From an optimization exercise on the open Yosys and OpenROAD flow, aimed at small area; shortcuts taken in it are not production practice. Where RTL was checked, it was by simulation tests only, not by an equivalence proof against the original. For run 8, only the layout was checked, not whether the RTL still works. No activity file was given, so power comes from the tool's default toggle rates.

File: run.sh
#!/bin/bash
# synth_recipe.tcl (not shown) runs the flow's synth.tcl, then flattens the netlist and writes it again
# the make line also repeats each setting of config.mk as NAME=value (left out here)
make -C /OpenROAD-flow-scripts/flow DESIGN_CONFIG=/design/flow/config.mk WORK_HOME=/design/flow/orfs CLKGATE_MAP_FILE= SYNTH_SCRIPT=/design/flow/synth_recipe.tcl finish
File: config.mk
export PLATFORM = sky130hd
export DESIGN_NAME = router
export DESIGN_NICKNAME = router
export VERILOG_FILES = /design/flow/design.v
export SDC_FILE = /design/flow/constraint.sdc
export NUM_CORES = 4
export LEC_CHECK = 0
export CAP_MARGIN = 20
export CORE_MARGIN = 2
export CORE_UTILIZATION = 40
export PLACE_DENSITY = 0.6
export SLEW_MARGIN = 20
File: design.v
package router_pkg;
  typedef logic [4-1:0] port_idx_t;
  typedef logic [16-1:0] port_vec_t;
endpackage
module router (
  input  logic                     clk_i,
  input  logic                     rst_n_i,
  input  logic [16-1:0] din_i,
  input  logic [16-1:0] frame_n_i,
  input  logic [16-1:0] valid_n_i,
  output logic [16-1:0] dout_o,
  output logic [16-1:0] frame_n_o,
  output logic [16-1:0] valid_n_o
);
  localparam int P = 16;
  localparam int W = 4;
  localparam logic [2:0] S_IDLE = 3'd0;
  localparam logic [2:0] S_A1   = 3'd1;
  localparam logic [2:0] S_A2   = 3'd2;
  localparam logic [2:0] S_A3   = 3'd3;
  localparam logic [2:0] S_PAY  = 3'd4;
  localparam logic [2:0] S_DISC = 3'd5;
  logic [2:0]   st_q [P];
  logic [P-1:0] b0_q, b1_q, b2_q;    
  logic [P-1:0] v0_q, v1_q;          
  logic [P-1:0] l0_q, l1_q;          
  logic [P-1:0] addr_done;
  logic [W-1:0] addr [P];
  for (genvar i = 0; i < P; i++) begin : g_in
    logic [2:0] st_d;
    logic       is_pay;
    logic       is_addr;
    assign is_pay  = (st_q[i] == S_PAY);
    assign is_addr = (st_q[i] == S_A1) || (st_q[i] == S_A2) || (st_q[i] == S_A3);
    assign addr_done[i] = (st_q[i] == S_A3) && !frame_n_i[i];
    assign addr[i]      = {din_i[i], b0_q[i], b1_q[i], b2_q[i]};
    always_comb begin
      if (frame_n_i[i]) begin
        st_d = is_addr ? S_DISC : S_IDLE;
      end else begin
        case (st_q[i])
          S_IDLE:  st_d = S_A1;
          S_A1:    st_d = S_A2;
          S_A2:    st_d = S_A3;
          S_A3:    st_d = S_PAY;
          S_DISC:  st_d = S_DISC;
          default: st_d = S_PAY;
        endcase
      end
    end
    always_ff @(posedge clk_i) begin
      if (!rst_n_i) begin
        st_q[i] <= S_IDLE;
      end else begin
        st_q[i] <= st_d;
      end
    end
    always_ff @(posedge clk_i) begin
      b0_q[i] <= din_i[i];
      b1_q[i] <= b0_q[i];
      b2_q[i] <= b1_q[i];
      v0_q[i] <= is_pay && !valid_n_i[i];
      v1_q[i] <= v0_q[i];
      l0_q[i] <= is_pay && frame_n_i[i];
      l1_q[i] <= l0_q[i];
    end
  end
  for (genvar d = 0; d < P; d++) begin : g_out
    logic [P-1:0] req;
    logic         busy_q;
    logic [W-1:0] idx_q;
    logic [W-1:0] pick;
    logic         sel_valid;
    logic         sel_bit;
    logic         sel_last;
    logic         frame_low;
    logic         nx_vn_q, nx_q_q;    
    logic         out_vn_q, out_q_q;  
    for (genvar i = 0; i < P; i++) begin : g_req
      assign req[i] = addr_done[i] && (addr[i] == W'(d));
    end
    always_comb begin
      pick = '0;
      for (int i = P - 1; i >= 0; i--) begin
        if (req[i]) begin
          pick = W'(i);
        end
      end
    end
    assign sel_valid = busy_q & v1_q[idx_q];
    assign sel_bit   = b1_q[idx_q];
    assign sel_last  = l1_q[idx_q];
    assign frame_low = busy_q & (sel_valid | ((nx_q_q | ~nx_vn_q) & ~sel_last));
    always_ff @(posedge clk_i) begin
      if (!rst_n_i) begin
        busy_q   <= 1'b0;
        nx_vn_q  <= 1'b1;
        nx_q_q   <= 1'b0;
        out_vn_q <= 1'b1;
        out_q_q  <= 1'b0;
      end else begin
        busy_q   <= busy_q ? ~sel_last : |req;
        nx_vn_q  <= ~sel_valid;
        nx_q_q   <= sel_valid ? sel_bit : frame_low;
        out_vn_q <= nx_vn_q;
        out_q_q  <= nx_q_q;
      end
    end
    always_ff @(posedge clk_i) begin
      if (!busy_q) begin
        idx_q <= pick;
      end
    end
    assign valid_n_o[d] = out_vn_q;
    assign dout_o[d]    = ~out_vn_q & out_q_q;
    assign frame_n_o[d] = out_vn_q & ~out_q_q;
  end
endmodule
File: constraint.sdc
create_clock -name core_clock -period 5.0 [get_ports {clk_i}]
set_input_delay 1.0000 -clock core_clock [delete_from_list [all_inputs] [get_ports {clk_i}]]
set_output_delay 1.0000 -clock core_clock [all_outputs]
set_load 0.01 [all_outputs]
==> flow_summary_export.csv, run 1 <==
group,metric,value,unit
critical_path,cp_data_required_time,5.30,ns
critical_path,start_kind,"input port",
power,vdd_ir_drop_max,0.000205,V
sta,slew_headroom,0.219,
power,pwr-share-clk,0.438,
synth,synth-async-reset-ratio,0,
critical_path,crit_fanout,9,
sta,setup_violations,0,
floorplan,die_x,233,um
synth,syn_area_per_cell,9.62,sq um
power,seqPwrFrac,0.457,
global_routing,grt_max_degree,43,
floorplan,io_pins,98,
power,power_frac_comb,0.105,
final_layout,nFillCells,4892,
placement,gp_congestion,1.02,
synth,syn-num-nets,2236,
sta,fin_crit,3.77,ns
cts,root_buffer,"clkbuf_16",
synth,ys_seq_area_frac,0.320,
sta,slew_violations,0,
sta,tightestPinTransition,1.17,ns
synth,synth_area,0.0210,sq mm
synth,synth_edf_count,64,
cts,cts_buffers,37,
cts,clock_latency,0.56,ns
critical_path,arrival,4.07,ns
final_layout,final_common_cell,"dfxtp_1",
cts,path_clk_slew,0.06,ns
routing,first_pass_iters,6,
power,power_density,264,mW/mm^2
sta,period_share,0.754,
synth,ys_warn_count,3,
final_layout,drive_gt1_frac,0.171,
power,p_leak,8.03,nW
power,p_sw,0.00169,W
global_routing,grt_usage,0.316,
sta,finClkSkew,0.0279,ns
cts,clockBufferDepth,3,
global_routing,overflow,0,
routing,drt-wirelength-per-cell,30.0,um
routing,drt-total-wl,86400,um
critical_path,worstSetupPathType,"in -> reg",
final_layout,final_cell_mix,"239 x dfxtp_1, 210 x mux4_2, 206 x nand2_1, 140 x nor2_1, 125 x a21oi_1",
power,power.total,0.00622,W
floorplan,rows,84,
routing,postRouteAntennaNets,0,
final_layout,syn2layout_area_growth,11.9,%
synth,synth_top_flop_cell,"dfxtp_1",
sta,setup_tns,0,ns
floorplan,initial_core_util,0.403,
floorplan,die_area,0.0544,sq mm
cts,clock_sinks,304,
routing,drtIter0Drc,2437,
power,power.internal,0.00453,W
sta,finalHoldViolCount,0,
global_routing,grt_pass1_wl,123000,um
sta,rsz0062_at_grt,"false",
global_routing,grt_pass1_vias,17516,
floorplan,fp.dieH,233,um
synth,synth_seq_cells,304,
synth,syn-instance-count,2186,
final_layout,final_nets,2211,
cts,cts_tree,"built",
routing,vias,18984,
cts,cts_resized,0,
sta,fmax,265,MHz
synth,synth.distinct_cells,77,
job,maxCapViolCount,0,
placement,portBuffers,97,
placement,dp.final_hpwl,66000,um
run_status,status,"complete, no violations",
global_routing,grt_antenna_before_repair,0,
power,switching_share,0.272,
hold_path,hp-class,"reg -> reg",
floorplan,core_area,0.0522,sq mm
routing,viasPerCell,6.59,
critical_path,end_kind,"flop",
cts,hold_buffers,0,
routing,drc,0,
cts,htree_num_levels,2,
cts,cts_setup_buffers,0,
-- worst max-delay path, stage by stage --
cell	delay, ns
clkdlybuf4s50_1	0.55
nor4bb_1	0.84
nand3_1	0.47
o22ai_1	0.30
a211oi_1	0.09
or4_1	0.54
a22oi_2	0.17
o21ai_1	0.09
-- state kept, by name (all words and copies together) (netlist names) --
name,cells
l0_q,16
b0_q,16
b2_q,16
g_out.nx_q_q,16
v1_q,16
g_out.out_q_q,16
g_out.nx_vn_q,16
g_out.busy_q,16
st_q,48
b1_q,16
g_out.out_vn_q,16
l1_q,16
v0_q,16
g_out.idx_q,64
-- metrics by stage --
| stage | cells | cell area (sq um) | worst slack [ns] | hold WS (ns) | utilization |
|---|---|---|---|---|---|
| global placement | 2810 | 22300 | 0.799 | 0.312 | 0.427 |
| global route | 2876 | 23500 | 1.07 | 0.329 | 0.451 |
| finish | 2879 | 23500 | 1.23 | 0.320 | 0.451 |
| detailed placement | 2810 | 22300 | 0.699 | 0.312 | 0.427 |
| floorplan | 2186 | 21000 | 2.02 | 0.310 | - |
| CTS | 2876 | 23500 | 1.29 | 0.324 | 0.451 |
-- final timing paths --
kind / slack (ns) / cells after the start / startpoint / to
worst max-delay path: 1.23 / 8 / frame_n_i[8] / g_out[6].idx_q[0]
worst min-delay path: 0.32 / 0 / v0_q[2] / v1_q[2]
worst min register to register: 0.32 / 0 / v0_q[2] / v1_q[2]
worst max register to register: 1.55 / 7 / b1_q[5] / g_out[7].idx_q[0]
-- cells by family after synthesis --
| logic type | count (synthesis) | share of synthesized area |
|---|---|---|
| flip-flops | 304 | 0.320 |
| AND/OR/NAND/NOR | 907 | 0.235 |
| buffers and inverters | 262 | 0.0531 |
| XOR/XNOR | 16 | 0.00666 |
| multiplexers | 282 | 0.261 |
| AO/OA/AOI/OAI | 415 | 0.125 |
-- final cells by class --
cell class,instances,area (sq um),area share
diodes,3,7.51,0.000319
clock buffers,52,1070,0.0456
clock inverters,14,150,0.00638
inverters,57,214,0.00909
multi-input cells,1620,13200,0.561
flip-flops and latches,304,6730,0.286
well taps,688,861,0.0366
repair buffers,141,1300,0.0552
-- power by group through the flow --
stage / combinational [W] / clock, W / sequential [W]
4_1_cts: 0.000640 / 0.00278 / 0.00283
3_3_place_gp: 0.000622 / 0 / 0.00287
3_5_place_dp: 0.000638 / 0 / 0.00288
6_report: 0.000653 / 0.00273 / 0.00285
5_1_grt: 0.000690 / 0.00287 / 0.00285
2_1_floorplan: 0.000535 / 0 / 0.00271
-- metal layers --
layer | routed length [um] | GRT usage | up-vias
li1 | - | - | 8231
met1 | 35300 | 0.424 | 9226
met2 | 38100 | 0.489 | 1255
met3 | 8740 | 0.0748 | 272
met4 | 4300 | 0.130 | 0
met5 | 0 | 0 | -
-- cells in the mapped netlist (19+ instances only) --
library cell	n	area [sq um]
a211oi_1	28	210
a21oi_1	125	626
a31oi_1	24	150
and2_1	30	188
and3_1	22	138
buf_1	19	71.3
buf_2	30	150
buf_4	21	158
clkbuf_1	131	492
dfxtp_1	240	4800
edfxtp_1	64	1920
inv_1	57	214
mux2_2	27	304
mux2i_1	45	450
mux4_2	210	4730
nand2_1	206	773
nand2b_1	60	375
nand3_1	67	335
nand3b_1	22	165
nand4_1	20	125
nor2_1	140	526
nor2b_1	101	632
nor3_1	85	425
nor3b_1	21	158
nor4_1	24	150
nor4b_1	22	193
o21ai_0	78	390
o22ai_1	28	175
==> run 2, diff against run 1 <==
--- a/config.mk
+++ b/config.mk
@@ -7,2 +7,3 @@
 export LEC_CHECK = 0
+export ABC_AREA = 1
 export CAP_MARGIN = 20
==> flow_summary_export.csv, run 2 <==
group,metric,value,unit
critical_path,cp_top_family,"simple AND/OR/NAND/NOR gates",
floorplan,die_area,0.0548,sq mm
final_layout,final-seq-area,0.00673,sq mm
global_routing,overflow,0,
sta,period_share,0.629,
power,pwr-share-clk,0.468,
synth,synth_area,0.0212,sq mm
synth,synthTopCellsByCount,"667 x nand2_1, 474 x nor2_1, 460 x inv_1, 452 x o21ai_0, 393 x a21oi_1",
global_routing,grt_pass1_wl,128000,um
cts,cts_buffers,37,
floorplan,rows,84,
global_routing,grt_max_degree,55,
final_layout,multi_input_area,0.0118,sq mm
synth,syn-instance-count,3525,
critical_path,arrival,3.61,ns
final_layout,syn2layout_area_growth,12.0,%
critical_path,cp_data_required_time,5.46,ns
sta,rsz0062_at_grt,"false",
placement,portBuffers,97,
routing,postRouteAntennaNets,0,
final_layout,reg_top3,"g_out.idx_q (64), st_q (48)",
sta,setup_violations,0,
routing,drt-total-wl,87400,um
critical_path,worstSetupPathType,"in -> reg",
synth,synth-async-reset-ratio,0,
sta,slew_headroom,0.101,
synth,syn_area_per_cell,6.01,sq um
job,maxCapViolCount,0,
synth,ys_seq_area_frac,0.317,
placement,gp_congestion,1.08,
synth,ys_warn_count,3,
cts,hold_buffers,0,
synth,synth_top_flop_cell,"dfxtp_1",
cts,cts_setup_buffers,0,
run_status,status,"complete, no violations",
power,power.internal,0.00453,W
final_layout,regMostFlops,"g_out.idx_q",
global_routing,grt_util_met2,0.459,
global_routing,met3_usage,0.0741,
synth,syn-num-nets,3575,
critical_path,crit_fanout,17,
routing,drtIter0Drc,3454,
cts,htree_num_levels,2,
synth,yosys.area.top_type,"dfxtp_1",
final_layout,final_nets,3542,
final_layout,antenna_cells_inserted,0,
routing,first_pass_iters,7,
sta,fin_crit,3.14,ns
cts,path_clk_slew,0.06,ns
sta,setup_slack,1.86,ns
critical_path,critPathMaxStageDelay,0.83,ns
routing,vias,23627,
floorplan,io_pins,98,
floorplan,core_area,0.0524,sq mm
sta,slew_violations,0,
floorplan,fp.dieH,234,um
floorplan,initial_core_util,0.404,
global_routing,grt_pass1_vias,20427,
sta,tightestPinTransition,1.35,ns
cts,clockBufferDepth,3,
cts,clock_latency,0.59,ns
sta,finalHoldViolCount,0,
power,power_density,265,mW/mm^2
synth,synth.top_cell.area_share,0.227,
power,power_frac_comb,0.101,
power,seqPwrFrac,0.432,
final_layout,nFillCells,5568,
cts,cts_resized,0,
power,vdd_ir_drop_max,0.000217,V
sta,finClkSkew,0.0312,ns
hold_path,hp-class,"reg -> reg",
cts,clock_sinks,304,
critical_path,worstPathCellList,"clkdlybuf4s50_1, nor2_1, nand2_2, nor2_1, a21oi_1, nand3_1, nor4_1, nand4_1, nand3_1, nand2_1",
global_routing,grt_usage,0.313,
routing,viasPerCell,5.62,
power,switching_share,0.279,
critical_path,start_kind,"input port",
power,p_sw,0.00175,W
power,p_leak,10.1,nW
synth,synth.distinct_cells,46,
critical_path,end_kind,"flop",
placement,dp.final_hpwl,62000,um
sta,fmax,318,MHz
placement,pre_cts_slack,1.36,ns
routing,drc,0,
synth,synth_seq_cells,304,
final_layout,final_cell_mix,"667 x nand2_1, 474 x nor2_1, 459 x inv_1, 452 x o21ai_0, 393 x a21oi_1",
cts,root_buffer,"clkbuf_16",
global_routing,grtUsageMet1,0.428,
final_layout,final_common_cell,"nand2_1",
synth,synth_most_common_cell,"nand2_1",
global_routing,grt_busiest_layer,"met2",
floorplan,die_x,234,um
synth,ys_top_cells_by_area,"dfxtp_1 23%, nand2_1 12%, o21ai_0 11%",
sta,hold-worst-slack,0.324,ns
sta,setup_tns,0,ns
global_routing,grt_antenna_before_repair,0,
routing,drt-wirelength-per-cell,20.8,um
synth,synth_edf_count,64,
critical_path,cp_slowest_cell,"nor4_1",
final_layout,drive_gt1_frac,0.0432,
final_layout,largest_reg_flops,64,
critical_path,crit_buf_inv,1,
cts,cts_tree,"built",
[run 2: area by class of cell]
type / count / area share
Timing Repair Buffer: 126 / 0.0503
Tap cell: 688 / 0.0363
Multi-Input combinational cell: 2531 / 0.496
Clock inverter: 16 / 0.0103
Clock buffer: 50 / 0.0460
Inverter: 492 / 0.0778
Sequential cell: 304 / 0.283
[run 2: kinds of logic (layout without fill, tap and decap cells)]
| group | count (synthesis) | count (layout) | synth area share |
|---|---|---|---|
| AND/OR/NAND/NOR | 1516 | 1516 | 0.297 |
| AO/OA/AOI/OAI | 1015 | 1015 | 0.259 |
| buffers and inverters | 690 | 684 | 0.127 |
| flip-flops | 304 | 304 | 0.317 |
[run 2: per-layer routing]
metal | wire length [um] | part of all wire
met2 | 35500 | 0.41
met3 | 10500 | 0.12
met4 | 5150 | 0.059
met1 | 36200 | 0.41
met5 | 0 | 0
[run 2: path summary, 6_finish.rpt]
| check | startpoint | endpoint | slack, ns | depth (start not counted) |
|---|---|---|---|---|
| worst max-delay path | frame_n_i[15] | g_out[2].busy_q | 1.86 | 10 |
| worst min-delay path | v0_q[11] | v1_q[11] | 0.32 | 0 |
| worst max register to register | b1_q[5] | g_out[4].idx_q[2] | 2.11 | 7 |
| worst min register to register | v0_q[11] | v1_q[11] | 0.32 | 0 |
[run 2: power by group through the flow]
stage	logic [W]	registers (W)	clock network [W]
after global routing	0.000687	0.00271	0.00310
after global placement	0.000609	0.00275	0
after detailed placement	0.000609	0.00275	0
after floorplan	0.000416	0.00268	0
after CTS	0.000611	0.00270	0.00299
final	0.000632	0.00271	0.00294
[run 2: per-stage QoR]
stage,instances,area (sq um),total power (W),utilization
after floorplan,3525,21200,0.00309,-
after global placement,4139,22400,0.00336,0.427
after detailed placement,4139,22400,0.00336,0.427
after CTS,4205,23700,0.00631,0.452
after global routing,4207,23700,0.00650,0.453
final,4207,23700,0.00628,0.453
==> run 3, diff against run 2 <==
--- a/design.v
+++ b/design.v
@@ -16,8 +16,8 @@
   localparam int W = 4;
-  localparam logic [2:0] S_IDLE = 3'd0;
-  localparam logic [2:0] S_A1   = 3'd1;
-  localparam logic [2:0] S_A2   = 3'd2;
-  localparam logic [2:0] S_A3   = 3'd3;
-  localparam logic [2:0] S_PAY  = 3'd4;
-  localparam logic [2:0] S_DISC = 3'd5;
+  localparam logic [2:0] S_IDLE = 3'b000;
+  localparam logic [2:0] S_A1   = 3'b100;
+  localparam logic [2:0] S_A2   = 3'b110;
+  localparam logic [2:0] S_A3   = 3'b111;
+  localparam logic [2:0] S_PAY  = 3'b011;
+  localparam logic [2:0] S_DISC = 3'b001;
   logic [2:0]   st_q [P];
@@ -27,3 +27,4 @@
   logic [P-1:0] addr_done;
-  logic [W-1:0] addr [P];
+  logic [3:0]   addr_hi [P];        
+  logic [3:0]   addr_lo [P];        
   for (genvar i = 0; i < P; i++) begin : g_in
@@ -35,3 +36,6 @@
     assign addr_done[i] = (st_q[i] == S_A3) && !frame_n_i[i];
-    assign addr[i]      = {din_i[i], b0_q[i], b1_q[i], b2_q[i]};
+    for (genvar k = 0; k < 4; k++) begin : g_dec
+      assign addr_hi[i][k] = addr_done[i] && ({din_i[i], b0_q[i]} == 2'(k));
+      assign addr_lo[i][k] = ({b1_q[i], b2_q[i]} == 2'(k));
+    end
     always_comb begin
@@ -72,2 +76,3 @@
     logic [W-1:0] pick;
+    logic         any_req;
     logic         sel_valid;
@@ -79,12 +84,24 @@
     for (genvar i = 0; i < P; i++) begin : g_req
-      assign req[i] = addr_done[i] && (addr[i] == W'(d));
+      assign req[i] = addr_hi[i][d / 4] & addr_lo[i][d % 4];
     end
-    always_comb begin
-      pick = '0;
-      for (int i = P - 1; i >= 0; i--) begin
-        if (req[i]) begin
-          pick = W'(i);
-        end
-      end
+    logic [7:0] o1;
+    logic       p1 [8];
+    logic [3:0] o2;
+    logic [1:0] p2 [4];
+    logic [1:0] o3;
+    logic [2:0] p3 [2];
+    for (genvar j = 0; j < 8; j++) begin : g_l1
+      assign o1[j] = req[2*j] | req[2*j+1];
+      assign p1[j] = ~req[2*j];
     end
+    for (genvar j = 0; j < 4; j++) begin : g_l2
+      assign o2[j] = o1[2*j] | o1[2*j+1];
+      assign p2[j] = o1[2*j] ? {1'b0, p1[2*j]} : {1'b1, p1[2*j+1]};
+    end
+    for (genvar j = 0; j < 2; j++) begin : g_l3
+      assign o3[j] = o2[2*j] | o2[2*j+1];
+      assign p3[j] = o2[2*j] ? {1'b0, p2[2*j]} : {1'b1, p2[2*j+1]};
+    end
+    assign any_req = o3[0] | o3[1];
+    assign pick    = o3[0] ? {1'b0, p3[0]} : {1'b1, p3[1]};
     assign sel_valid = busy_q & v1_q[idx_q];
@@ -101,3 +118,3 @@
       end else begin
-        busy_q   <= busy_q ? ~sel_last : |req;
+        busy_q   <= busy_q ? ~sel_last : any_req;
         nx_vn_q  <= ~sel_valid;
==> flow/run.sh (new file) <==
#!/bin/bash
# Standard ORFS layout, with two changes:
#  * ports are buffered with the smallest buffer rather than a delay cell
#  * CTS inserts no dummy loads
set -euo pipefail
bash standard.sh \
  BUFFER_PORTS_ARGS="-buffer_cell sky130_fd_sc_hd__buf_1" \
  CTS_ARGS="-sink_clustering_enable -repair_clock_nets -dont_use_dummy_load" \
  finish > standard_flow.log 2>&1
==> standard.sh (new file) <==
#!/bin/bash
# synth_recipe.tcl (not shown) runs the flow's synth.tcl, then flattens the netlist and writes it again
# the make line also repeats each setting of config.mk as NAME=value (left out here)
make -C /OpenROAD-flow-scripts/flow DESIGN_CONFIG=/design/flow/config.mk WORK_HOME=/design/flow/orfs CLKGATE_MAP_FILE= SYNTH_SCRIPT=/design/flow/synth_recipe.tcl "${@:-finish}"
--- a/config.mk
+++ b/config.mk
@@ -7,3 +7,2 @@
 export LEC_CHECK = 0
-export ABC_AREA = 1
 export CAP_MARGIN = 20
removed: run.sh
==> flow_summary_export.csv, run 3 <==
group,metric,value,unit
run_status,status,"complete, no violations",
floorplan,initial_core_util,0.405,
placement,portBuffers,97,
final_layout,final_common_cell,"dfxtp_1",
critical_path,end_kind,"flop",
routing,drt-wirelength-per-cell,29.7,um
synth,synth_most_common_cell,"dfxtp_1",
synth,synth_seq_cells,304,
final_layout,regMostFlops,"g_out.idx_q",
cts,clockBufferDepth,3,
synth,synth.distinct_cells,79,
job,maxCapViolCount,0,
floorplan,fp.dieH,226,um
synth,syn-num-nets,2019,
synth,syn-instance-count,1969,
floorplan,core_area,0.0488,sq mm
cts,cts_tree,"built",
critical_path,arrival,3.46,ns
power,p_leak,7.65,nW
placement,dp.final_hpwl,60000,um
synth,ys_seq_area_frac,0.340,
sta,tightestPinTransition,1.15,ns
synth,synthTopCellsByCount,"240 x dfxtp_1, 208 x mux4_2, 154 x nand2_1, 150 x nor2_1, 111 x clkbuf_1",
critical_path,cp.depth,7,
sta,rsz0062_at_grt,"false",
sta,finClkSkew,0.0325,ns
routing,drc,0,
routing,vias,17317,
routing,viasPerCell,6.65,
synth,ys_top_cells_by_area,"dfxtp_1 24%, mux4_2 24%, edfxtp_1 9.7%",
routing,drtIter0Drc,2267,
floorplan,die_x,226,um
sta,slew_headroom,0.235,
critical_path,worstPathCellList,"buf_1, nand4b_1, or3_1, o31ai_1, a21oi_1, o21ai_0, a21boi_0",
synth,syn_area_per_cell,10.1,sq um
sta,setup_tns,0,ns
cts,cts_buffers,35,
power,power_density,245,mW/mm^2
final_layout,largest_reg_flops,64,
routing,first_pass_iters,6,
critical_path,crit_buf_inv,1,
power,switching_share,0.248,
cts,hold_buffers,0,
global_routing,grt_pass1_wl,112000,um
sta,setup_violations,0,
cts,cts_resized,0,
cts,cts_setup_buffers,0,
floorplan,die_area,0.0513,sq mm
critical_path,cp_slowest_cell,"o31ai_1",
routing,postRouteAntennaNets,0,
global_routing,grt_antenna_before_repair,3,
global_routing,grt_max_degree,44,
power,pwr-share-clk,0.429,
sta,slew_violations,0,
global_routing,grt_usage,0.303,
synth,synth_area,0.0198,sq mm
cts,clock_latency,0.57,ns
synth,synth_top_flop_cell,"dfxtp_1",
synth,synth_edf_count,64,
synth,synth-async-reset-ratio,0,
global_routing,overflow,0,
synth,yosys.area.top_type,"dfxtp_1",
power,power.total,0.00519,W
power,p_sw,0.00129,W
cts,clock_sinks,304,
critical_path,start_kind,"input port",
critical_path,cp_top_family,"compound AO/OA/AOI/OAI gates",
critical_path,critPathMaxStageDelay,0.69,ns
final_layout,final_nets,1991,
floorplan,rows,81,
final_layout,drive_gt1_frac,0.167,
cts,htree_num_levels,2,
hold_path,hp-class,"reg -> reg",
final_layout,reg_top3,"g_out.idx_q (64), st_q (48)",
floorplan,io_pins,98,
critical_path,cp_data_required_time,5.23,ns
final_layout,syn2layout_area_growth,7.06,%
cts,path_clk_slew,0.06,ns
sta,finalHoldViolCount,0,
final_layout,final_cell_mix,"236 x dfxtp_1, 208 x mux4_2, 154 x nand2_1, 150 x nor2_1, 96 x buf_1",
synth,synth.top_cell.area_share,0.243,
routing,drt-total-wl,77400,um
sta,fmax,309,MHz
cts,root_buffer,"clkbuf_16",
power,seqPwrFrac,0.509,
hold_path,hold_depth,0,
global_routing,grt_pass1_vias,16108,
synth,ys_warn_count,52,
sta,fin_crit,3.23,ns
placement,gp_congestion,1.03,
critical_path,worstSetupPathType,"in -> reg",
power,power_frac_comb,0.062,
critical_path,ff2ff_path_depth,5,
power,vdd_ir_drop_max,0.000164,V
sta,period_share,0.646,
power,power.internal,0.00391,W
critical_path,crit_fanout,7,
[run 3: kinds of logic (layout without fill, tap and decap cells)]
logic type | Yosys count | in the layout | synth area share
DFF | 304 | 304 | 0.340
AOI/OAI and AO/OA | 391 | 391 | 0.137
muxes | 262 | 262 | 0.265
buffers and inverters | 264 | 234 | 0.0573
xor gates and xnor gates | 14 | 14 | 0.00620
other | 0 | 1 | 0
and+or+nand+nor | 734 | 734 | 0.195
[run 3: cell type report]
cell class,instances,area (sq um)
diodes,1,2.50
clock buffers,35,876
fillers,4697,27700
inverters,84,315
multi-input cells,1401,11900
flip-flops and latches,304,6730
well taps,664,831
repair buffers,115,503
[run 3: path summary, 6_finish.rpt]
check	slack, ns	from	end
max	1.77	frame_n_i[12]	g_out[4].idx_q[1]
min	0.31	l0_q[2]	l1_q[2]
max reg2reg	1.79	b1_q[2]	g_out[0].idx_q[0]
min reg2reg	0.31	l0_q[2]	l1_q[2]
[run 3: through the flow]
| step | area, sq um | setup slack, ns | util | hold slack [ns] | instances |
|---|---|---|---|---|---|
| after floorplan | 19800 | 2.39 | - | 0.310 | 1969 |
| after global placement | 20300 | 1.23 | 0.416 | 0.311 | 2568 |
| after detailed placement | 20300 | 1.31 | 0.416 | 0.312 | 2568 |
| after CTS | 21200 | 1.85 | 0.434 | 0.314 | 2603 |
| after global routing | 21200 | 1.71 | 0.434 | 0.322 | 2603 |
| final | 21200 | 1.77 | 0.434 | 0.314 | 2604 |
[run 3: per-layer routing]
metal / wire (um) / part of all wire / GRT usage
met3: 8370 / 0.11 / 0.0662
met5: 0 / 0 / 0
met4: 2950 / 0.038 / 0.105
met1: 31300 / 0.40 / 0.418
met2: 34700 / 0.45 / 0.472
[run 3: power by group through the flow]
| stage | clock network (W) | logic [W] | registers [W] |
|---|---|---|---|
| 6_report | 0.00223 | 0.000322 | 0.00264 |
| 5_1_grt | 0.00235 | 0.000341 | 0.00265 |
| 4_1_cts | 0.00227 | 0.000314 | 0.00264 |
| 3_5_place_dp | 0 | 0.000313 | 0.00269 |
| 3_3_place_gp | 0 | 0.000308 | 0.00269 |
| 2_1_floorplan | 0 | 0.000230 | 0.00264 |
[run 3: worst register-to-register path, stage by stage (launching register included)]
cell	delay (ns)
dfxtp_1	1.07
nor2_1	0.19
a22oi_1	0.56
nand4_1	0.40
a221oi_1	0.47
nor3_1	0.20
==> run 4, diff against run 3 <==
==> run.sh (new file) <==
#!/bin/bash
# synth_recipe.tcl (not shown) runs the flow's synth.tcl, then flattens the netlist and writes it again
# the make line also repeats each setting of config.mk as NAME=value (left out here)
make -C /OpenROAD-flow-scripts/flow DESIGN_CONFIG=/design/flow/config.mk WORK_HOME=/design/flow/orfs CLKGATE_MAP_FILE= SYNTH_SCRIPT=/design/flow/synth_recipe.tcl finish
removed: flow/run.sh
removed: standard.sh
==> flow_summary_export.csv, run 4 <==
group,metric,value,unit
run_status,status,"complete, no violations",
global_routing,grt_usage,0.303,
final_layout,reg_top3,"g_out.idx_q (64), st_q (48)",
floorplan,fp.dieH,226,um
floorplan,rows,81,
routing,vias,17392,
sta,setup_violations,0,
critical_path,end_kind,"flop",
routing,first_pass_iters,6,
cts,root_buffer,"clkbuf_16",
power,vdd_ir_drop_max,0.000166,V
synth,synth_edf_count,64,
floorplan,die_x,226,um
cts,cts_tree,"built",
power,switching_share,0.247,
job,maxCapViolCount,0,
power,p_leak,8.10,nW
final_layout,syn2layout_area_growth,11.8,%
routing,viasPerCell,6.58,
synth,ys_top_cells_by_area,"dfxtp_1 24%, mux4_2 24%, edfxtp_1 9.7%",
power,power_frac_comb,0.061,
critical_path,critPathMaxStageDelay,0.81,ns
final_layout,drive_gt1_frac,0.178,
global_routing,grt_pass1_wl,112000,um
sta,setup_tns,0,ns
placement,gp_congestion,1.07,
power,power_density,251,mW/mm^2
routing,drt-total-wl,77200,um
sta,rsz0062_at_grt,"false",
placement,portBuffers,97,
critical_path,cp_data_required_time,5.27,ns
global_routing,grt_busiest_layer,"met2",
final_layout,final_nets,1999,
floorplan,die_area,0.0513,sq mm
critical_path,cp_slowest_cell,"o31ai_1",
synth,synth_most_common_cell,"dfxtp_1",
power,seqPwrFrac,0.477,
synth,ys_seq_area_frac,0.340,
sta,slew_headroom,0.211,
critical_path,start_kind,"input port",
cts,clock_sinks,304,
final_layout,regMostFlops,"g_out.idx_q",
sta,fin_crit,3.69,ns
global_routing,grt_util_met2,0.475,
synth,synth_area,0.0198,sq mm
routing,drt-wirelength-per-cell,29.2,um
synth,synth_seq_cells,304,
synth,syn-num-nets,2019,
cts,path_clk_slew,0.06,ns
global_routing,grtUsageMet1,0.413,
final_layout,final_cell_mix,"237 x dfxtp_1, 208 x mux4_2, 154 x nand2_1, 150 x nor2_1, 96 x clkdlybuf4s50_1",
critical_path,ff2ff_setup_slack,1.59,ns
cts,cts_setup_buffers,0,
sta,period_share,0.737,
placement,pre_cts_slack,0.869,ns
global_routing,overflow,0,
floorplan,core_area,0.0488,sq mm
cts,cts_buffers,35,
synth,synth.top_cell.area_share,0.243,
floorplan,initial_core_util,0.405,
final_layout,final_common_cell,"dfxtp_1",
routing,postRouteAntennaNets,0,
routing,drtIter0Drc,2445,
synth,synth_top_flop_cell,"dfxtp_1",
critical_path,worstPathCellList,"clkdlybuf4s50_1, nand4b_1, or3_1, o31ai_1, a21oi_1, o21ai_0, a21boi_0",
final_layout,largest_reg_flops,64,
cts,clockBufferDepth,3,
floorplan,io_pins,98,
synth,syn_area_per_cell,10.1,sq um
routing,drc,0,
placement,dp.final_hpwl,60700,um
global_routing,grt_pass1_vias,16075,
power,power.internal,0.00418,W
critical_path,worstSetupPathType,"in -> reg",
global_routing,grt_max_degree,44,
synth,ys_warn_count,52,
synth,yosys.area.top_type,"dfxtp_1",
sta,finalHoldViolCount,0,
synth,synthTopCellsByCount,"240 x dfxtp_1, 208 x mux4_2, 154 x nand2_1, 150 x nor2_1, 111 x clkbuf_1",
sta,tightestPinTransition,1.18,ns
critical_path,crit_fanout,7,
global_routing,met3_usage,0.0609,
sta,setup_slack,1.31,ns
hold_path,hp-class,"reg -> reg",
synth,syn-instance-count,1969,
sta,slew_violations,0,
power,p_sw,0.00137,W
global_routing,grt_antenna_before_repair,6,
synth,synth-async-reset-ratio,0,
power,pwr-share-clk,0.462,
synth,synth.distinct_cells,79,
sta,finClkSkew,0.0267,ns
cts,htree_num_levels,2,
cts,clock_latency,0.57,ns
sta,fmax,271,MHz
cts,hold_buffers,0,
cts,cts_resized,0,
critical_path,arrival,3.95,ns
run 4: power by group through the flow:
stage                     registers [W]  logic, W  clock network, W
final                           0.00265  0.000336           0.00257
after global routing            0.00266  0.000357           0.00270
after CTS                       0.00264  0.000330           0.00262
after detailed placement        0.00270  0.000329                 0
after global placement          0.00270  0.000326                 0
after floorplan                 0.00264  0.000230                 0
run 4: through the flow:
| stage | util | total power (W) | instance area, sq um | hold slack [ns] | cells |
|---|---|---|---|---|---|
| 5_1_grt | 0.453 | 0.00571 | 22100 | 0.316 | 2640 |
| 2_1_floorplan | - | 0.00287 | 19800 | 0.310 | 1969 |
| 6_report | 0.453 | 0.00555 | 22100 | 0.305 | 2642 |
| 3_5_place_dp | 0.429 | 0.00303 | 21000 | 0.312 | 2576 |
| 4_1_cts | 0.453 | 0.00559 | 22100 | 0.314 | 2640 |
| 3_3_place_gp | 0.429 | 0.00302 | 21000 | 0.310 | 2576 |
run 4: cell families (layout without fill, tap and decap cells):
group           Yosys count  after routing  share of synthesized area
compound gates          391            391                      0.137
xor+xnor                 14             14                    0.00620
buf+inv                 264            271                     0.0573
flops                   304            304                      0.340
mux                     262            262                      0.265
other cells               0              2                          0
simple gates            734            734                      0.195
run 4: per-layer routing:
metal | wire length (um) | vias up
met4 | 3500 | 0
li1 | - | 7496
met2 | 34600 | 1167
met5 | 0 | -
met3 | 7880 | 212
met1 | 31300 | 8517
run 4: path summary, 6_finish.rpt:
kind                                     from                end  cells after the start
worst min-delay path                  l0_q[0]            l1_q[0]                      0
worst max-delay path            frame_n_i[12]  g_out[4].idx_q[1]                      7
worst max register to register        b1_q[5]  g_out[3].idx_q[0]                      6
worst min register to register        l0_q[0]            l1_q[0]                      0
run 4: final cells by class:
cell class                 count  area [sq um]
multi-input combinational   1401         11900
sequential                   304          6730
inverter                      84           315
antenna                        2          5.00
tap                          664           831
fill                        4693         26700
clock buffer                  49          1050
clock inverter                15           101
timing repair buffer         123          1160
run 4: critical path, delay by kind of cell:
| family | cells | cell delay [ns] |
|---|---|---|
| buffers and inverters | 1 | 0.46 |
| and+or+nand+nor | 2 | 0.90 |
| AOI/OAI and AO/OA | 4 | 1.60 |
==> run 5, diff against run 4 <==
--- a/config.mk
+++ b/config.mk
@@ -10,2 +10,5 @@
 export CORE_UTILIZATION = 40
+export CTS_BUF_LIST = sky130_fd_sc_hd__clkbuf_8
+export CTS_CLUSTER_DIAMETER = 60
+export CTS_CLUSTER_SIZE = 20
 export PLACE_DENSITY = 0.6
==> flow_summary_export.csv, run 5 <==
group,metric,value,unit
final_layout,final_nets,1995,
sta,setup_violations,0,
synth,synth_seq_cells,304,
synth,synthTopCellsByCount,"240 x dfxtp_1, 208 x mux4_2, 154 x nand2_1, 150 x nor2_1, 111 x clkbuf_1",
floorplan,die_area,0.0513,sq mm
run_status,status,"complete, no violations",
placement,portBuffers,97,
synth,synth_area,0.0198,sq mm
floorplan,core_area,0.0488,sq mm
floorplan,io_pins,98,
routing,first_pass_iters,6,
sta,finClkSkew,0.0757,ns
hold_path,hp-class,"reg -> reg",
global_routing,grt_antenna_before_repair,7,
synth,syn-instance-count,1969,
synth,syn-num-nets,2019,
cts,cts_tree,"built",
final_layout,final_common_cell,"dfxtp_1",
critical_path,start_kind,"input port",
cts,root_buffer,"clkbuf_8",
final_layout,reg_top3,"g_out.idx_q (64), st_q (48)",
routing,drt-total-wl,76900,um
cts,cts_resized,0,
power,power.total,0.00493,W
critical_path,cp_data_required_time,5.39,ns
routing,drtIter0Drc,2298,
final_layout,largest_reg_flops,64,
final_layout,final_core_util,0.446,
cts,path_clk_slew,0.13,ns
sta,fin_crit,3.56,ns
critical_path,arrival,3.95,ns
critical_path,worstPathCellList,"clkdlybuf4s50_1, nand4b_1, or3_1, o31ai_1, a21oi_1, o21ai_0, a21boi_0",
global_routing,overflow,0,
floorplan,die_x,226,um
power,power_density,226,mW/mm^2
final_layout,stdcell_area,0.0218,sq mm
routing,drc,0,
routing,vias,17301,
cts,hold_buffers,0,
sta,slew_violations,0,
global_routing,grt_pass1_vias,15960,
synth,syn_area_per_cell,10.1,sq um
critical_path,end_kind,"flop",
cts,htree_num_levels,1,
synth,ys_seq_area_frac,0.340,
sta,fmax,281,MHz
cts,clockBufferDepth,3,
floorplan,rows,81,
cts,cts_setup_buffers,0,
sta,rsz0062_at_grt,"false",
synth,synth_most_common_cell,"dfxtp_1",
routing,postRouteAntennaNets,0,
sta,period_share,0.711,
final_layout,final_cell_mix,"237 x dfxtp_1, 208 x mux4_2, 154 x nand2_1, 150 x nor2_1, 96 x clkdlybuf4s50_1",
placement,place_area,0.0210,sq mm
synth,synth_edf_count,64,
floorplan,initial_core_util,0.405,
synth,synth-async-reset-ratio,0,
cts,clock_sinks,304,
synth,synth_top_flop_cell,"dfxtp_1",
synth,ys_warn_count,52,
synth,synth.top_cell.area_share,0.243,
placement,dp.final_hpwl,60700,um
sta,slew_headroom,0.208,
sta,setup_tns,0,ns
critical_path,cp_slowest_cell,"o31ai_1",
synth,yosys.area.top_type,"dfxtp_1",
placement,gp_congestion,1.07,
sta,finalHoldViolCount,0,
final_layout,syn2layout_area_growth,10.0,%
synth,ys_top_cells_by_area,"dfxtp_1 24%, mux4_2 24%, edfxtp_1 9.7%",
floorplan,fp.dieH,226,um
power,vdd_ir_drop_max,0.000236,V
cts,cts_buffers,31,
critical_path,worstSetupPathType,"in -> reg",
final_layout,regMostFlops,"g_out.idx_q",
synth,synth.distinct_cells,79,
sta,tightestPinTransition,1.19,ns
global_routing,grt_usage,0.300,
critical_path,critPathMaxStageDelay,0.77,ns
routing,viasPerCell,6.57,
cts,clock_latency,0.73,ns
routing,drt-wirelength-per-cell,29.2,um
global_routing,grt_pass1_wl,112000,um
final_layout,drive_gt1_frac,0.178,
global_routing,grt_max_degree,44,
job,maxCapViolCount,0,
power,p_leak,7.93,nW
critical_path,crit_fanout,7,
==> run 5: cell counts after synthesis <==
No cell type changed its count.
==> run 5: logic make-up after synthesis <==
kind of cell,share of synthesized area
AND/OR/NAND/NOR,0.195
AO/OA/AOI/OAI,0.137
flip-flops,0.340
buffers and inverters,0.0573
multiplexers,0.265
XOR/XNOR,0.00620
==> run 5: stage by stage <==
stage	instances	hold WS, ns	setup WS (ns)
2_1_floorplan	1969	0.310	2.39
3_3_place_gp	2576	0.310	0.898
3_5_place_dp	2576	0.312	0.869
4_1_cts	2634	0.333	1.61
5_1_grt	2634	0.339	1.54
6_report	2635	0.330	1.44
==> run 5: area by class of cell <==
cell class | instances | area (sq um)
fillers | 4723 | 27100
multi-input cells | 1401 | 11900
flip-flops and latches | 304 | 6730
repair buffers | 123 | 1160
well taps | 664 | 831
clock buffers | 32 | 440
clock inverters | 26 | 358
inverters | 84 | 315
diodes | 1 | 2.50
==> run 5: power breakdown <==
group | internal (W) | total (W) | switching, W
Sequential | 0.00254 | 0.00265 | 0.000108
Clock | 0.000776 | 0.00195 | 0.00117
Combinational | 0.000159 | 0.000336 | 0.000177
Total | 0.00347 | 0.00493 | 0.00145
==> run 5: critical path, delay by kind of cell <==
family	cells	cell delay [ns]
compound gates	4	1.58
buf+inv	1	0.46
simple gates	2	0.90
==> run 5: worst paths after layout <==
path	start	end	slack [ns]	depth (start not counted)
worst max-delay path	frame_n_i[12]	g_out[4].idx_q[1]	1.44	7
worst min-delay path	l0_q[13]	l1_q[13]	0.33	0
worst max register to register	b1_q[0]	g_out[12].idx_q[0]	1.57	6
worst min register to register	l0_q[13]	l1_q[13]	0.33	0
==> run 5: metal layers <==
layer,part of all wire,GRT usage
met2,0.45,0.477
met4,0.039,0.100
met5,0.00013,0
met3,0.099,0.0504
met1,0.41,0.415
==> run 6, diff against run 5 <==
--- a/design.v
+++ b/design.v
@@ -22,2 +22,3 @@
   localparam logic [2:0] S_DISC = 3'b001;
+  localparam logic [2:0] S_IL1  = 3'b010;
   logic [2:0]   st_q [P];
@@ -25,3 +26,3 @@
   logic [P-1:0] v0_q, v1_q;          
-  logic [P-1:0] l0_q, l1_q;          
+  logic [P-1:0] l1_q;                
   logic [P-1:0] addr_done;
@@ -42,3 +43,3 @@
       if (frame_n_i[i]) begin
-        st_d = is_addr ? S_DISC : S_IDLE;
+        st_d = is_addr ? S_DISC : (is_pay ? S_IL1 : S_IDLE);
       end else begin
@@ -46,2 +47,3 @@
           S_IDLE:  st_d = S_A1;
+          S_IL1:   st_d = S_A1;
           S_A1:    st_d = S_A2;
@@ -67,4 +69,3 @@
       v1_q[i] <= v0_q[i];
-      l0_q[i] <= is_pay && frame_n_i[i];
-      l1_q[i] <= l0_q[i];
+      l1_q[i] <= (st_q[i] == S_IL1);
     end
==> flow/run.sh (new file) <==
#!/bin/bash
# Standard ORFS layout with three changes:
#  * after the standard synthesis, the combinational logic is re-mapped by ABC
#    for area (flow/remap.sh); the registers stay exactly as synthesized
#  * ports are buffered with the smallest buffer rather than a delay cell
#  * CTS inserts no dummy loads
# Each step writes its full output to its own log in this folder.
set -euo pipefail
HERE=$(pwd)
RES=$HERE/orfs/results/$FLOW_PLATFORM/router/base
LIB=$FLOW_HOME/platforms/$FLOW_PLATFORM/lib/sky130_fd_sc_hd__tt_025C_1v80.lib
if [[ -x $FLOW_HOME/../tools/install/yosys/bin/yosys ]]; then
  export YOSYS_EXE=$FLOW_HOME/../tools/install/yosys/bin/yosys
fi
KNOBS=(
  BUFFER_PORTS_ARGS="-buffer_cell sky130_fd_sc_hd__buf_1"
  CTS_ARGS="-sink_clustering_enable -repair_clock_nets -dont_use_dummy_load"
)

bash standard.sh "${KNOBS[@]}" synth > 1_standard_synth.log 2>&1

cp "$RES/1_2_yosys.v" "$HERE/1_2_yosys_standard.v"
bash flow/remap.sh "$LIB" "$HERE/1_2_yosys_standard.v" "$FLOW_TOP" "$HERE/flow/area.abc" \
  "$HERE/1_2_yosys_remapped.v" "$HERE/remap_stat.txt" > 2_remap.log 2>&1
cp "$HERE/1_2_yosys_remapped.v" "$RES/1_2_yosys.v"
rm -f "$RES/1_synth.odb" "$RES/1_synth.sdc"

bash standard.sh "${KNOBS[@]}" finish > 3_standard_finish.log 2>&1
==> flow/area.abc (new file) <==
strash; dch -f; amap; strash; dch -f; amap; topo
==> flow/remap.sh (new file) <==
#!/bin/bash
# remap.sh LIB IN.v TOP ABC_SCRIPT OUT.v STAT
# Re-maps the combinational logic of a mapped netlist for area. Registers are
# kept as they are (same instances, names and cell types): every flip-flop
# cell is a black box while ABC re-maps the rest.
set -euo pipefail
LIB=$1; IN=$2; TOP=$3; ABC=$4; OUT=$5; STAT=$6
YS=$(mktemp --suffix=.ys -p "$(dirname "$OUT")")
cat > "$YS" <<YS
read_liberty -ignore_miss_func $LIB
read_verilog $IN
hierarchy -top $TOP
blackbox sky130_fd_sc_hd__df* sky130_fd_sc_hd__edf*
flatten
delete t:\$scopeinfo
opt_clean
abc -script $ABC -liberty $LIB -dont_use *lpflow* -dont_use *probe* -dont_use sky130_fd_sc_hd__dlygate* -dont_use sky130_fd_sc_hd__clkdly*
read_liberty -lib -ignore_redef $LIB
hierarchy -top $TOP
setundef -zero
splitnets
opt_clean -purge
hilomap -singleton -hicell sky130_fd_sc_hd__conb_1 HI -locell sky130_fd_sc_hd__conb_1 LO
insbuf -buf sky130_fd_sc_hd__buf_4 A X
opt_clean -purge
check -assert -mapped
tee -o $STAT stat -liberty $LIB
write_verilog -noattr -noexpr -nohex -nodec $OUT
YS
${YOSYS_EXE:-yosys} -s "$YS"
rm -f "$YS"
==> standard.sh (new file) <==
#!/bin/bash
# synth_recipe.tcl (not shown) runs the flow's synth.tcl, then flattens the netlist and writes it again
# the make line also repeats each setting of config.mk as NAME=value (left out here)
make -C /OpenROAD-flow-scripts/flow DESIGN_CONFIG=/design/flow/config.mk WORK_HOME=/design/flow/orfs CLKGATE_MAP_FILE= SYNTH_SCRIPT=/design/flow/synth_recipe.tcl "${@:-finish}"
--- a/config.mk
+++ b/config.mk
@@ -10,5 +10,2 @@
 export CORE_UTILIZATION = 40
-export CTS_BUF_LIST = sky130_fd_sc_hd__clkbuf_8
-export CTS_CLUSTER_DIAMETER = 60
-export CTS_CLUSTER_SIZE = 20
 export PLACE_DENSITY = 0.6
removed: run.sh
==> flow_summary_export.csv, run 6 <==
group,metric,value,unit
placement,gp_congestion,1.03,
cts,cts_buffers,35,
sta,fin_crit,3.60,ns
global_routing,grt_max_degree,71,
sta,period_share,0.720,
cts,htree_num_levels,2,
sta,setup_violations,0,
final_layout,regMostFlops,"g_out.idx_q",
critical_path,cp_data_required_time,5.40,ns
routing,drt-total-wl,90900,um
power,p_leak,6.00,nW
hold_path,worstHoldStart,"v0_q[2]",
floorplan,fp.dieH,215,um
cts,clock_sinks,288,
final_layout,syn2layout_area_growth,11.3,%
routing,wl_met3,10500,um
final_layout,largest_reg_flops,64,
floorplan,initial_core_util,0.404,
synth,synth_area,0.0178,sq mm
cts,clockBufferDepth,3,
routing,drt-wirelength-per-cell,29.7,um
sta,finalHoldViolCount,0,
final_layout,reg_top3,"g_out.idx_q (64), st_q (48)",
cts,cts_resized,0,
final_layout,stdcell_count,3057,
global_routing,grt_pass1_vias,18528,
critical_path,start_kind,"input port",
critical_path,reg2reg_from,"st_q[5][2]",
placement,portBuffers,97,
critical_path,worstSetupPathType,"in -> reg",
sta,slew_violations,0,
sta,setup_slack,1.40,ns
cts,path_clk_slew,0.06,ns
cts,clock_latency,0.56,ns
synth,syn-instance-count,2329,
final_layout,drive_gt1_frac,0.0349,
sta,tightestPinTransition,1.22,ns
synth,ys_warn_count,52,
sta,rsz0062_at_grt,"false",
power,power_density,254,mW/mm^2
critical_path,r2r_end,"g_out[10].busy_q",
critical_path,crit_fanout,5,
routing,postRouteAntennaNets,0,
placement,placed_cells,3019,
floorplan,io_pins,98,
synth,syn_area_per_cell,7.64,sq um
hold_path,hp-class,"reg -> reg",
routing,viasPerCell,6.89,
final_layout,final_cell_mix,"425 x o22ai_1, 414 x nor2_1, 224 x dfxtp_1, 201 x clkinv_1, 132 x o221ai_1",
job,maxCapViolCount,0,
routing,drt-met1-wl,36500,um
cts,root_buffer,"clkbuf_16",
critical_path,ff2ff_setup_slack,1.62,ns
sta,fmax,278,MHz
run_status,status,"complete, no violations",
global_routing,grt_usage,0.381,
critical_path,ff2ff_path_depth,11,
cts,cts_tree,"built",
placement,dp.final_hpwl,65600,um
routing,dr_wl_met2,38100,um
power,vdd_ir_drop_max,0.000230,V
cts,hold_buffers,0,
final_layout,final_common_cell,"o22ai_1",
final_layout,final_nets,2514,
critical_path,end_kind,"flop",
floorplan,rows,77,
cts,cts_setup_buffers,0,
routing,vias,21057,
routing,drtIter0Drc,2767,
floorplan,core_area,0.0440,sq mm
global_routing,grt_antenna_before_repair,4,
routing,drc,0,
global_routing,grt_pass1_wl,129000,um
synth,syn-num-nets,2379,
global_routing,overflow,0,
sta,finClkSkew,0.0387,ns
critical_path,endpoint,"g_out[10].busy_q",
floorplan,die_area,0.0462,sq mm
sta,slew_headroom,0.187,
critical_path,arrival,4.00,ns
critical_path,cp-startpoint,"frame_n_i[5]",
floorplan,die_x,215,um
sta,setup_tns,0,ns
routing,top_layer,"met4",
placement,pre_cts_slack,0.918,ns
routing,first_pass_iters,6,
run 6: worst min-delay path by stage:
stage / to / slack (ns) / cells after the start
after floorplan: v1_q[0] / 0.31 / 0
after global placement: v1_q[2] / 0.31 / 0
after detailed placement: v1_q[11] / 0.31 / 0
after CTS: v1_q[11] / 0.33 / 0
after global routing: v1_q[2] / 0.33 / 0
final: v1_q[2] / 0.33 / 0
run 6: layout make-up:
class                           count  area [sq um]
Fill cell                        4539         24200
Multi-Input combinational cell   1791         10300
Sequential cell                   288          6410
Clock buffer                       35           876
Inverter                          202           761
Timing Repair Buffer              146           744
Tap cell                          592           741
Antenna cell                        3          7.51
run 6: metrics by stage:
step                hold WS, ns  utilization  instance area, sq um  total power, W
finish                    0.325        0.450                 19800         0.00503
global route              0.331        0.450                 19800         0.00517
CTS                       0.326        0.450                 19800         0.00505
detailed placement        0.313        0.430                 18900         0.00288
global placement          0.310        0.430                 18900         0.00287
floorplan                 0.310            -                 17800         0.00269
run 6: worst max-delay path, cell delays in order:
cell     delay (ns)
buf_1          0.14
nor2b_1        0.08
nand3_1        0.14
or3_1          0.33
nor2_1         0.10
nor2_1         0.17
o21ai_0        0.13
or2_0          0.26
nor4_1         0.54
nand2_1        0.15
o41ai_1        0.83
a21oi_1        0.15
run 6: per-layer routing:
| metal | track usage | vias to the layer above |
|---|---|---|
| met3 | 0.0998 | 408 |
| met4 | 0.201 | 0 |
| met1 | 0.504 | 9838 |
| met5 | 0 | - |
| li1 | - | 9367 |
| met2 | 0.569 | 1444 |
run 6: where the power goes:
group / switching [W] / total, W / internal, W
combinational: 0.000277 / 0.000387 / 0.000110
sequential: 0.0000516 / 0.00246 / 0.00241
clock: 0.000959 / 0.00219 / 0.00123
total: 0.00129 / 0.00503 / 0.00375
==> run 7, diff against run 6 <==
--- a/flow/run.sh
+++ b/flow/run.sh
@@ -5,3 +5,3 @@
 #  * ports are buffered with the smallest buffer rather than a delay cell
-#  * CTS inserts no dummy loads
+#  * CTS inserts no dummy loads and uses small clock buffers
 # Each step writes its full output to its own log in this folder.
@@ -16,3 +16,3 @@
   BUFFER_PORTS_ARGS="-buffer_cell sky130_fd_sc_hd__buf_1"
-  CTS_ARGS="-sink_clustering_enable -repair_clock_nets -dont_use_dummy_load"
+  CTS_ARGS="-sink_clustering_enable -repair_clock_nets -dont_use_dummy_load -buf_list sky130_fd_sc_hd__clkbuf_4 -root_buf sky130_fd_sc_hd__clkbuf_8 -sink_clustering_size 10 -sink_clustering_max_diameter 50"
 )
--- a/flow/remap.sh
+++ b/flow/remap.sh
@@ -23,3 +23,3 @@
 hilomap -singleton -hicell sky130_fd_sc_hd__conb_1 HI -locell sky130_fd_sc_hd__conb_1 LO
-insbuf -buf sky130_fd_sc_hd__buf_4 A X
+insbuf -buf sky130_fd_sc_hd__buf_1 A X
 opt_clean -purge
==> flow_summary_export.csv, run 7 <==
group,metric,value,unit
routing,viasPerCell,6.92,
global_routing,grt_pass1_vias,18750,
routing,first_pass_iters,7,
cts,clock_sinks,288,
sta,slew_headroom,0.150,
sta,fin_crit,3.39,ns
placement,pre_cts_slack,1.12,ns
global_routing,grt_max_degree,72,
cts,root_buffer,"clkbuf_8",
sta,rsz0062_at_grt,"false",
final_layout,final_nets,2522,
routing,drt-total-wl,90900,um
sta,tightestPinTransition,1.27,ns
sta,setup_tns,0,ns
cts,cts_resized,0,
routing,drtIter0Drc,3327,
floorplan,core_area,0.0433,sq mm
routing,drt-wirelength-per-cell,29.7,um
global_routing,grt_antenna_before_repair,6,
floorplan,rows,76,
critical_path,arrival,3.75,ns
critical_path,worstSetupPathType,"reg -> reg",
routing,drc,0,
cts,cts_setup_buffers,0,
synth,ys_warn_count,52,
synth,syn_area_per_cell,7.56,sq um
final_layout,final_common_cell,"o22ai_1",
routing,vias,21152,
sta,fmax,295,MHz
critical_path,start_kind,"flop",
placement,portBuffers,97,
synth,syn-num-nets,2379,
floorplan,io_pins,98,
power,power_density,215,mW/mm^2
final_layout,drive_gt1_frac,0.0381,
cts,cts_buffers,44,
critical_path,cp_data_required_time,5.36,ns
global_routing,grt_pass1_wl,128000,um
sta,setup_violations,0,
cts,cts_tree,"built",
synth,syn-instance-count,2329,
placement,dp.final_hpwl,65800,um
floorplan,die_x,214,um
sta,period_share,0.677,
final_layout,reg_top3,"g_out.idx_q (64), st_q (48)",
sta,slew_violations,0,
final_layout,final_cell_mix,"425 x o22ai_1, 414 x nor2_1, 223 x dfxtp_1, 201 x clkinv_1, 132 x o221ai_1",
power,p_leak,5.77,nW
final_layout,syn2layout_area_growth,9.35,%
cts,htree_num_levels,2,
synth,synth_area,0.0176,sq mm
floorplan,die_area,0.0457,sq mm
sta,finalHoldViolCount,0,
cts,hold_buffers,0,
final_layout,regMostFlops,"g_out.idx_q",
floorplan,initial_core_util,0.407,
placement,gp_congestion,1.11,
sta,setup_slack,1.61,ns
cts,clock_latency,0.68,ns
run_status,status,"complete, no violations",
floorplan,fp.dieH,214,um
job,maxCapViolCount,0,
cts,clockBufferDepth,3,
global_routing,grt_usage,0.392,
final_layout,largest_reg_flops,64,
power,power.total,0.00415,W
sta,finClkSkew,0.109,ns
critical_path,crit_fanout,17,
power,vdd_ir_drop_max,0.000196,V
cts,path_clk_slew,0.11,ns
hold_path,hp-class,"reg -> reg",
global_routing,overflow,0,
routing,postRouteAntennaNets,0,
critical_path,end_kind,"flop",
run 7: cell count changes in the layout (fill, tap and decap cells not counted):
cell,change
clkbuf_4,+39
clkbuf_16,-35
clkbuf_8,+5
buf_12,-1
dfxtp_1,-1
dfxtp_2,+1
diode_2,-1
nor4_1,+1
nor4_2,-1
run 7: critical path: stages, from the launching register on:
cell and delay [ns]:
dfxtp_1 0.34, buf_4 0.37, clkinv_1 0.39, or3_1 0.58, nor2_1 0.30, nor2_1 0.09, nor2_1 0.11, nor3_1 0.07
nor2_1 0.19, nor4_1 0.08, nor3_1 0.58
run 7: report_power, final:
part	switching [W]	total (W)	internal (W)
sequential	0.0000607	0.00247	0.00241
clock	0.000855	0.00131	0.000451
combinational	0.000264	0.000372	0.000108
run 7: area by class of cell:
type | instances | area [sq um]
inverters | 202 | 761
diodes | 2 | 5.00
clock buffers | 44 | 362
well taps | 585 | 732
flip-flops and latches | 288 | 6410
repair buffers | 145 | 724
fillers | 4487 | 24000
multi-input cells | 1791 | 10300
run 7: routing by layer:
| layer | track usage | part of all wire | vias up |
|---|---|---|---|
| met5 | 0 | 0.00030 | - |
| met4 | 0.217 | 0.068 | 4 |
| met3 | 0.106 | 0.12 | 412 |
| met2 | 0.569 | 0.41 | 1448 |
| met1 | 0.526 | 0.40 | 9926 |
| li1 | - | - | 9362 |
run 7: metrics by stage:
| stage | instance area (sq um) | hold WS (ns) | cells | utilization |
|---|---|---|---|---|
| 2_1_floorplan | 17600 | 0.310 | 2329 | - |
| 3_3_place_gp | 18900 | 0.310 | 3011 | 0.437 |
| 3_5_place_dp | 18900 | 0.313 | 3011 | 0.437 |
| 4_1_cts | 19200 | 0.278 | 3055 | 0.445 |
| 5_1_grt | 19300 | 0.288 | 3055 | 0.445 |
| 6_report | 19300 | 0.275 | 3057 | 0.445 |
run 7: final timing paths:
| check | from | depth (start not counted) | endpoint | slack (ns) |
|---|---|---|---|---|
| worst max-delay path | b1_q[11] | 10 | g_out[14].idx_q[0] | 1.61 |
| worst min-delay path | v0_q[0] | 0 | v1_q[0] | 0.27 |
| worst max register to register | b1_q[11] | 10 | g_out[14].idx_q[0] | 1.61 |
| worst min register to register | v0_q[0] | 0 | v1_q[0] | 0.27 |
==> run 8, diff against run 7 <==
--- a/design.v
+++ b/design.v
@@ -25,4 +25,6 @@
   logic [P-1:0] b0_q, b1_q, b2_q;    
-  logic [P-1:0] v0_q, v1_q;          
-  logic [P-1:0] l1_q;                
+  logic [P-1:0] x_q;
+  logic [P-1:0] v0;                  
+  logic [P-1:0] v1_q;                
+  logic [P-1:0] l1;                  
   logic [P-1:0] addr_done;
@@ -35,2 +37,4 @@
     assign is_pay  = (st_q[i] == S_PAY);
+    assign v0[i]   = x_q[i] && ((st_q[i] == S_PAY) || (st_q[i] == S_IL1));
+    assign l1[i]   = x_q[i] && ((st_q[i] == S_IDLE) || (st_q[i] == S_A1));
     assign is_addr = (st_q[i] == S_A1) || (st_q[i] == S_A2) || (st_q[i] == S_A3);
@@ -67,5 +71,4 @@
       b2_q[i] <= b1_q[i];
-      v0_q[i] <= is_pay && !valid_n_i[i];
-      v1_q[i] <= v0_q[i];
-      l1_q[i] <= (st_q[i] == S_IL1);
+      v1_q[i] <= v0[i];
+      x_q[i]  <= (is_pay && !valid_n_i[i]) || (st_q[i] == S_IL1);
     end
@@ -109,3 +112,3 @@
     assign sel_bit   = b1_q[idx_q];
-    assign sel_last  = l1_q[idx_q];
+    assign sel_last  = l1[idx_q];
     assign frame_low = busy_q & (sel_valid | ((nx_q_q | ~nx_vn_q) & ~sel_last));
==> flow_summary_export.csv, run 8 <==
group,metric,value,unit
run_status,status,"complete, no violations",
cts,cts_resized,0,
placement,placed_cells,3155,
floorplan,die_x,214,um
critical_path,start_kind,"input port",
global_routing,grt_max_degree,70,
sta,setup_tns,0,ns
sta,tightestPinTransition,0.918,ns
sta,slew_headroom,0.382,
sta,finClkSkew,0.0765,ns
floorplan,fp.dieH,214,um
cts,hold_buffers,0,
critical_path,arrival,4.17,ns
critical_path,end_kind,"flop",
sta,slew_violations,0,
cts,path_clk_slew,0.10,ns
global_routing,grt_pass1_wl,137000,um
placement,dp.final_hpwl,69600,um
final_layout,reg_top3,"g_out.idx_q (64), st_q (48)",
critical_path,cp_data_required_time,5.47,ns
floorplan,rows,76,
hold_path,hp-class,"reg -> reg",
final_layout,largest_reg_flops,64,
final_layout,final_core_util,0.450,
cts,clock_sinks,272,
routing,viasPerCell,6.87,
routing,drc,0,
critical_path,crit_fanout,7,
job,maxCapViolCount,0,
routing,postRouteAntennaNets,0,
sta,setup_violations,0,
placement,gp_congestion,1.11,
cts,cts_tree,"built",
cts,clockBufferDepth,3,
synth,synth_area,0.0177,sq mm
cts,clock_latency,0.66,ns
final_layout,regMostFlops,"g_out.idx_q",
global_routing,grt_antenna_before_repair,5,
routing,vias,21995,
sta,finalHoldViolCount,0,
sta,fmax,271,MHz
cts,root_buffer,"clkbuf_8",
final_layout,stdcell_area,0.0195,sq mm
floorplan,initial_core_util,0.407,
final_layout,final_common_cell,"nor2_1",
global_routing,grt_usage,0.404,
final_layout,drive_gt1_frac,0.0433,
final_layout,stdcell_count,3201,
floorplan,die_area,0.0459,sq mm
global_routing,overflow,0,
power,power_density,206,mW/mm^2
floorplan,io_pins,98,
routing,drt-wirelength-per-cell,29.8,um
routing,first_pass_iters,7,
synth,syn_area_per_cell,7.15,sq um
floorplan,core_area,0.0434,sq mm
synth,syn-num-nets,2519,
critical_path,worstSetupPathType,"in -> reg",
sta,rsz0062_at_grt,"false",
final_layout,syn2layout_area_growth,10.5,%
cts,cts_setup_buffers,0,
synth,syn-instance-count,2469,
power,p_leak,6.25,nW
power,vdd_ir_drop_max,0.000162,V
sta,period_share,0.739,
synth,ys_warn_count,52,
sta,fin_crit,3.69,ns
cts,htree_num_levels,2,
final_layout,final_cell_mix,"538 x nor2_1, 223 x clkinv_1, 217 x o22ai_1, 208 x dfxtp_1, 157 x nand2_1",
cts,cts_buffers,42,
placement,place_area,0.0192,sq mm
final_layout,final_nets,2664,
critical_path,ff2ff_setup_slack,1.44,ns
routing,drt-total-wl,95400,um
routing,drtIter0Drc,3601,
global_routing,grt_pass1_vias,19845,
placement,portBuffers,97,
run 8: path summary, 6_finish.rpt:
path / endpoint / cells past startpoint / from
max: g_out[12].busy_q / 10 / frame_n_i[3]
min: b1_q[7] / 0 / b0_q[7]
max reg2reg: g_out[12].busy_q / 8 / st_q[3][0]
min reg2reg: b1_q[7] / 0 / b0_q[7]
run 8: worst max-delay path: stages:
cell and delay, ns:
buf_1 0.10, clkinv_1 0.10, nand4_1 0.30, or2_0 0.18, or2_0 0.51, o21ai_0 0.32
nor4_1 0.81, o211ai_1 0.18, o21ai_0 0.53, a21oi_1 0.14
run 8: layout make-up:
class / count / area (sq um)
Antenna cell: 4 / 10.0
Clock buffer: 42 / 347
Fill cell: 4524 / 23800
Inverter: 224 / 843
Multi-Input combinational cell: 1925 / 10800
Sequential cell: 272 / 6090
Tap cell: 585 / 732
Timing Repair Buffer: 149 / 754
run 8: per-stage QoR:
step	total power, W	worst slack, ns	hold WS, ns
after floorplan	0.00256	1.62	0.343
after global placement	0.00277	0.644	0.354
after detailed placement	0.00277	0.905	0.360
after CTS	0.00402	1.58	0.322
after global routing	0.00413	1.21	0.331
final	0.00402	1.31	0.317
run 8: per-layer routing:
metal	part of all wire	up-vias	routed length (um)	GRT usage
met3	0.13	459	12000	0.110
li1	-	9610	-	-
met4	0.073	6	7010	0.229
met1	0.40	10249	37900	0.540
met2	0.40	1671	38500	0.585
met5	0.00041	-	39	0
run 8: power by group:
group          leakage [nW]  switching, W  internal, W
clock network         0.206      0.000831     0.000433
logic                  3.83      0.000305     0.000110
registers              2.21     0.0000561      0.00228
total                  6.25       0.00119      0.00282

==> what the ideal ports hide <==
No port has a modelled driver above. Below, the same layouts with a new extraction and two added sets of constraints. Step 1 assumes that a clkbuf_16 drives the clock port and a buf_2 every other input. Step 2 times the ports against the registers' clock, not the clock port: input delays grow and output delays shrink by t, the midpoint of the rising clock arrivals with the driver on. Slacks: no drivers / after step 1 / after step 2; pairs: no drivers / after step 1.
run | shift t [ns] | setup slack, ns | hold WS [ns] | worst data-port slew with drivers (ns) | pins driven straight from the clock port
run 1 | 0.611 | 1.228 / 1.267 / 0.656 | 0.320 / 0.320 / 0.320 | 0.06 | 1
run 2 | 0.639 | 1.856 / 1.885 / 1.245 | 0.324 / 0.324 / 0.324 | 0.07 | 1
run 3 | 0.613 | 1.768 / 1.793 / 1.193 | 0.314 / 0.314 / 0.314 | 0.13 | 1
run 4 | 0.613 | 1.313 / 1.350 / 0.737 | 0.305 / 0.305 / 0.305 | 0.05 | 1
run 5 | 0.748 | 1.444 / 1.475 / 0.727 | 0.330 / 0.330 / 0.330 | 0.05 | 1
run 6 | 0.605 | 1.398 / 1.436 / 0.831 | 0.325 / 0.325 / 0.325 | 0.06 | 1
run 7 | 0.681 | 1.613 / 1.613 / 1.037 | 0.275 / 0.275 / 0.275 | 0.06 | 1
run 8 | 0.673 | 1.307 / 1.333 / 0.659 | 0.317 / 0.317 / 0.317 | 0.05 | 1
After both steps setup and hold are still met in every run listed. For run 5, which loses most, drivers alone change the setup slack by +0.031 ns; drivers and shift together by -0.717 ns.
